Context: an optimization exercise on an open-source flow, tuned for small area. The choices shown serve that exercise and are no tape-out recipe. In this exercise RTL edits were held to simulation tests only and were not proved equivalent to the original. Power figures rest on the tool's default switching activity, not on a simulated workload.

==> flow/design.v (excerpt) <==
module sha256_stream_ctrl #(
  parameter int TIMEOUT_CYCLES = 64,
  parameter int CNT_W          = 16
) (
  input  logic               clk,
  input  logic               rst_n,
  input  logic               blk_valid,
  output logic               blk_ready,
  input  logic [sha256_pkg::BLOCK_W-1:0] blk_data,
  input  logic               blk_first,
  input  logic               blk_last,
  output logic               comp_start,
  output logic [sha256_pkg::BLOCK_W-1:0] comp_message,
  output logic [sha256_pkg::HASH_W-1:0]  comp_init_hash,
  input  logic [sha256_pkg::HASH_W-1:0]  comp_hash,
  input  logic               comp_done,
  output logic               digest_valid,
  input  logic               digest_ready,
  output logic [sha256_pkg::HASH_W-1:0]  digest,
  output logic               busy,
  output logic               error,
  output logic [CNT_W-1:0]   block_count
);
For scale: roughly 800 flip-flops, ~1800 I/O pins.
export LEC_CHECK = 0
export CAP_MARGIN = 20
export CORE_AREA = 5 5 245 245
export DIE_AREA = 0 0 250 250
export SLEW_MARGIN = 20
create_clock -name core_clock -period 5.0 [get_ports {clk}]
standard.sh (not shown) runs the stock make flow with config.mk's settings and CLKGATE_MAP_FILE= SYNTH_SCRIPT=/design/flow/synth_recipe.tcl, a recipe that flattens the netlist after the stock synthesis.
==> flow/flow/run.sh <==
#!/bin/bash
# Standard ORFS flow (the standard.sh, unchanged synthesis) with:
#  - port buffers of the smallest buffer cell instead of the resizer's pick
#  - I/O pins allowed on every routing track so a small die holds all ports,
#    the clock pin placed alone in the middle of the left edge
#  - a clock tree of small clock buffers without dummy loads
set -uo pipefail
F=$(pwd)/flow
bash standard.sh \
  "IO_PLACER_V=met2 met4" \
  "BUFFER_PORTS_ARGS=-buffer_cell sky130_fd_sc_hd__buf_1" \
  "PRE_IO_PLACEMENT_TCL=$F/pins_pre.tcl" \
  "PLACE_PINS_ARGS=-min_distance 1 -min_distance_in_tracks -corner_avoidance 8 -exclude left:121-129" \
  "CTS_ARGS=-sink_clustering_enable -repair_clock_nets -dont_use_dummy_load -buf_list {sky130_fd_sc_hd__clkbuf_4 sky130_fd_sc_hd__clkbuf_8} -sink_clustering_size 20 -sink_clustering_max_diameter 60" \
  finish > standard.log 2>&1
==> flow/flow/pins_pre.tcl <==
# Put the clock pin in the middle of the left edge, with no other pin in a
# band around it (place_pins is told to exclude that band).
place_pin -pin_name clk -layer met3 -location {0.4 125.0} -force_to_die_boundary
The baseline stopped in global routing.
Then changed:
--- a/flow/flow/run.sh
+++ b/flow/flow/run.sh
@@ -10 +9,0 @@
-  "IO_PLACER_V=met2 met4" \
@@ -13,2 +12,2 @@
-  "PLACE_PINS_ARGS=-min_distance 1 -min_distance_in_tracks -corner_avoidance 8 -exclude left:121-129" \
-  "CTS_ARGS=-sink_clustering_enable -repair_clock_nets -dont_use_dummy_load -buf_list {sky130_fd_sc_hd__clkbuf_4 sky130_fd_sc_hd__clkbuf_8} -sink_clustering_size 20 -sink_clustering_max_diameter 60" \
+  "PLACE_PINS_ARGS=-min_distance 1 -min_distance_in_tracks -corner_avoidance 8 -exclude left:146-154" \
+  "CTS_ARGS=-sink_clustering_enable -repair_clock_nets -dont_use_dummy_load -buf_list {sky130_fd_sc_hd__clkbuf_4} -sink_clustering_size 10 -sink_clustering_max_diameter 70" \
==> flow/flow/pins_pre.tcl (replaced) <==
# Put the clock pin in the middle of the left edge, with no other pin in a
# band around it (place_pins is told to exclude that band).
place_pin -pin_name clk -layer met3 -location {0.4 150.0} -force_to_die_boundary
Settings changed: CORE_AREA 5 5 245 245 to 40 40 260 260, DIE_AREA 0 0 250 250 to 0 0 300 300.
=> The changed run completed with no timing, DRC or antenna violations; synthesized area stays the same; synthesized cell count is unchanged.
Then changed:
--- a/flow/flow/run.sh
+++ b/flow/flow/run.sh
@@ -13 +13 @@
-  "CTS_ARGS=-sink_clustering_enable -repair_clock_nets -dont_use_dummy_load -buf_list {sky130_fd_sc_hd__clkbuf_4} -sink_clustering_size 10 -sink_clustering_max_diameter 70" \
+  "CTS_ARGS=-sink_clustering_enable -repair_clock_nets -dont_use_dummy_load -buf_list {sky130_fd_sc_hd__clkbuf_4 sky130_fd_sc_hd__clkbuf_8} -sink_clustering_size 16 -sink_clustering_max_diameter 50" \
Settings changed: CORE_AREA 40 40 260 260 to 5 5 295 295.
After rerunning: The new run passed the timing, design-rule and antenna checks; clock-buffer cell count went up by 5; final area rose by a few percent; area after synthesis does not change; final cell count is higher by a little under a tenth; routed wire length went down by a quarter to a third; power came out lower by a few percent; first-iteration DRC count falls by well over a third; core utilization decreases by 28 points; die area is unchanged.
Then changed:
--- a/flow/flow/run.sh
+++ b/flow/flow/run.sh
@@ -13 +13 @@
-  "CTS_ARGS=-sink_clustering_enable -repair_clock_nets -dont_use_dummy_load -buf_list {sky130_fd_sc_hd__clkbuf_4 sky130_fd_sc_hd__clkbuf_8} -sink_clustering_size 16 -sink_clustering_max_diameter 50" \
+  "CTS_ARGS=-sink_clustering_enable -repair_clock_nets -dont_use_dummy_load -buf_list {sky130_fd_sc_hd__clkbuf_4} -sink_clustering_size 10 -sink_clustering_max_diameter 35" \
What happened: Sequential power barely changes. Synthesized cell count does not change. Wire length hardly moves. Worst hold slack is worse by 0.082 ns. Design area decreases by 0.61%. Setup slack is worse by 0.18 ns.

* * *

sha256_stream_ctrl again, from the RTL that the note above started with.
export LEC_CHECK = 0
export CAP_MARGIN = 20
export CORE_AREA = 5 5 245 245
export DIE_AREA = 0 0 250 250
export SLEW_MARGIN = 20
create_clock -name core_clock -period 5.0 [get_ports {clk}]
==> flow/flow/run.sh <==
#!/bin/bash
# Standard ORFS flow (the standard.sh, unchanged synthesis) with:
#  - port buffers of the smallest buffer cell instead of the resizer's pick
#  - I/O pins allowed on every routing track so a small die holds all ports,
#    the clock pin placed alone in the middle of the left edge
#  - a clock tree of small clock buffers without dummy loads
set -uo pipefail
F=$(pwd)/flow
bash standard.sh \
  "IO_PLACER_V=met2 met4" \
  "BUFFER_PORTS_ARGS=-buffer_cell sky130_fd_sc_hd__buf_1" \
  "PRE_IO_PLACEMENT_TCL=$F/pins_pre.tcl" \
  "PLACE_PINS_ARGS=-min_distance 1 -min_distance_in_tracks -corner_avoidance 8 -exclude left:121-129" \
  "CTS_ARGS=-sink_clustering_enable -repair_clock_nets -dont_use_dummy_load -buf_list {sky130_fd_sc_hd__clkbuf_4 sky130_fd_sc_hd__clkbuf_8} -sink_clustering_size 16 -sink_clustering_max_diameter 50" \
  finish > standard.log 2>&1
==> flow/flow/pins_pre.tcl <==
# Put the clock pin in the middle of the left edge, with no other pin in a
# band around it (place_pins is told to exclude that band).
place_pin -pin_name clk -layer met3 -location {0.4 125.0} -force_to_die_boundary
The baseline did not get past 5_1_grt.
Next try:
--- a/flow/flow/run.sh
+++ b/flow/flow/run.sh
@@ -10 +9,0 @@
-  "IO_PLACER_V=met2 met4" \
@@ -13,2 +12,2 @@
-  "PLACE_PINS_ARGS=-min_distance 1 -min_distance_in_tracks -corner_avoidance 8 -exclude left:121-129" \
-  "CTS_ARGS=-sink_clustering_enable -repair_clock_nets -dont_use_dummy_load -buf_list {sky130_fd_sc_hd__clkbuf_4 sky130_fd_sc_hd__clkbuf_8} -sink_clustering_size 16 -sink_clustering_max_diameter 50" \
+  "PLACE_PINS_ARGS=-min_distance 1 -min_distance_in_tracks -corner_avoidance 8 -exclude left:146-154" \
+  "CTS_ARGS=-sink_clustering_enable -repair_clock_nets -dont_use_dummy_load -buf_list {sky130_fd_sc_hd__clkbuf_4} -sink_clustering_size 10 -sink_clustering_max_diameter 35" \
==> flow/flow/pins_pre.tcl (replaced) <==
# Put the clock pin in the middle of the left edge, with no other pin in a
# band around it (place_pins is told to exclude that band).
place_pin -pin_name clk -layer met3 -location {0.4 150.0} -force_to_die_boundary
CORE_AREA = 40 40 260 260   (was 5 5 245 245)
DIE_AREA = 0 0 300 300   (was 0 0 250 250)
Result: The changed run finished clean; synthesized cell count does not change; synthesized area stays the same.
Next try:
--- a/flow/flow/run.sh
+++ b/flow/flow/run.sh
@@ -9,0 +10 @@
+  "IO_PLACER_V=met2 met4" \
@@ -12,2 +13,2 @@
-  "PLACE_PINS_ARGS=-min_distance 1 -min_distance_in_tracks -corner_avoidance 8 -exclude left:146-154" \
-  "CTS_ARGS=-sink_clustering_enable -repair_clock_nets -dont_use_dummy_load -buf_list {sky130_fd_sc_hd__clkbuf_4} -sink_clustering_size 10 -sink_clustering_max_diameter 35" \
+  "PLACE_PINS_ARGS=-min_distance 1 -min_distance_in_tracks -corner_avoidance 8 -exclude left:131-139" \
+  "CTS_ARGS=-sink_clustering_enable -repair_clock_nets -dont_use_dummy_load -buf_list {sky130_fd_sc_hd__clkbuf_4 sky130_fd_sc_hd__clkbuf_8} -sink_clustering_size 16 -sink_clustering_max_diameter 50" \
==> flow/flow/pins_pre.tcl (replaced) <==
# Put the clock pin in the middle of the left edge, with no other pin in a
# band around it (place_pins is told to exclude that band).
place_pin -pin_name clk -layer met3 -location {0.4 135.0} -force_to_die_boundary
CORE_AREA = 5 5 265 265   (was 40 40 260 260)
DIE_AREA = 0 0 270 270   (was 0 0 300 300)
With this change the flow failed in 5_1_grt. Synthesized area does not change. Synthesized cell count stays the same.

==> what the ideal ports hide <==
No port has a modelled driver above. Below, the same layouts with a new extraction and two added sets of constraints.
Step 1 sets driving cells, clkbuf_16 on the clock port and buf_2 on the other inputs (assumed; they add their load-dependent delay and slew).
Step 2 adds t to the input delays and takes it off the output delays; t is the mean of the earliest and latest rising clock arrival at the registers after step 1. Input paths then give back, and output paths get back, about the clock's delay inside the block.
a / b / c = ideal / step 1 / step 2; a / b = the first two.
| run | t, ns | setup WS [ns] | worst setup path after step 2 |
|---|---|---|---|
| the second run of note 1 | 0.904 | 1.639 / 1.593 / 1.573 | input to register |
| the third run of note 1 | 0.707 | 1.970 / 1.929 / 1.749 | input to register |
| the fourth run of note 1 | 0.975 | 1.789 / 1.748 / 1.721 | input to register |
| the second run of note 2 | 0.933 | 1.620 / 1.574 / 1.570 | input to register |
After both steps every run listed still meets setup and hold. The setup slack of the third run of note 1, which loses most, moves by -0.041 ns with the drivers and by -0.221 ns with both steps.
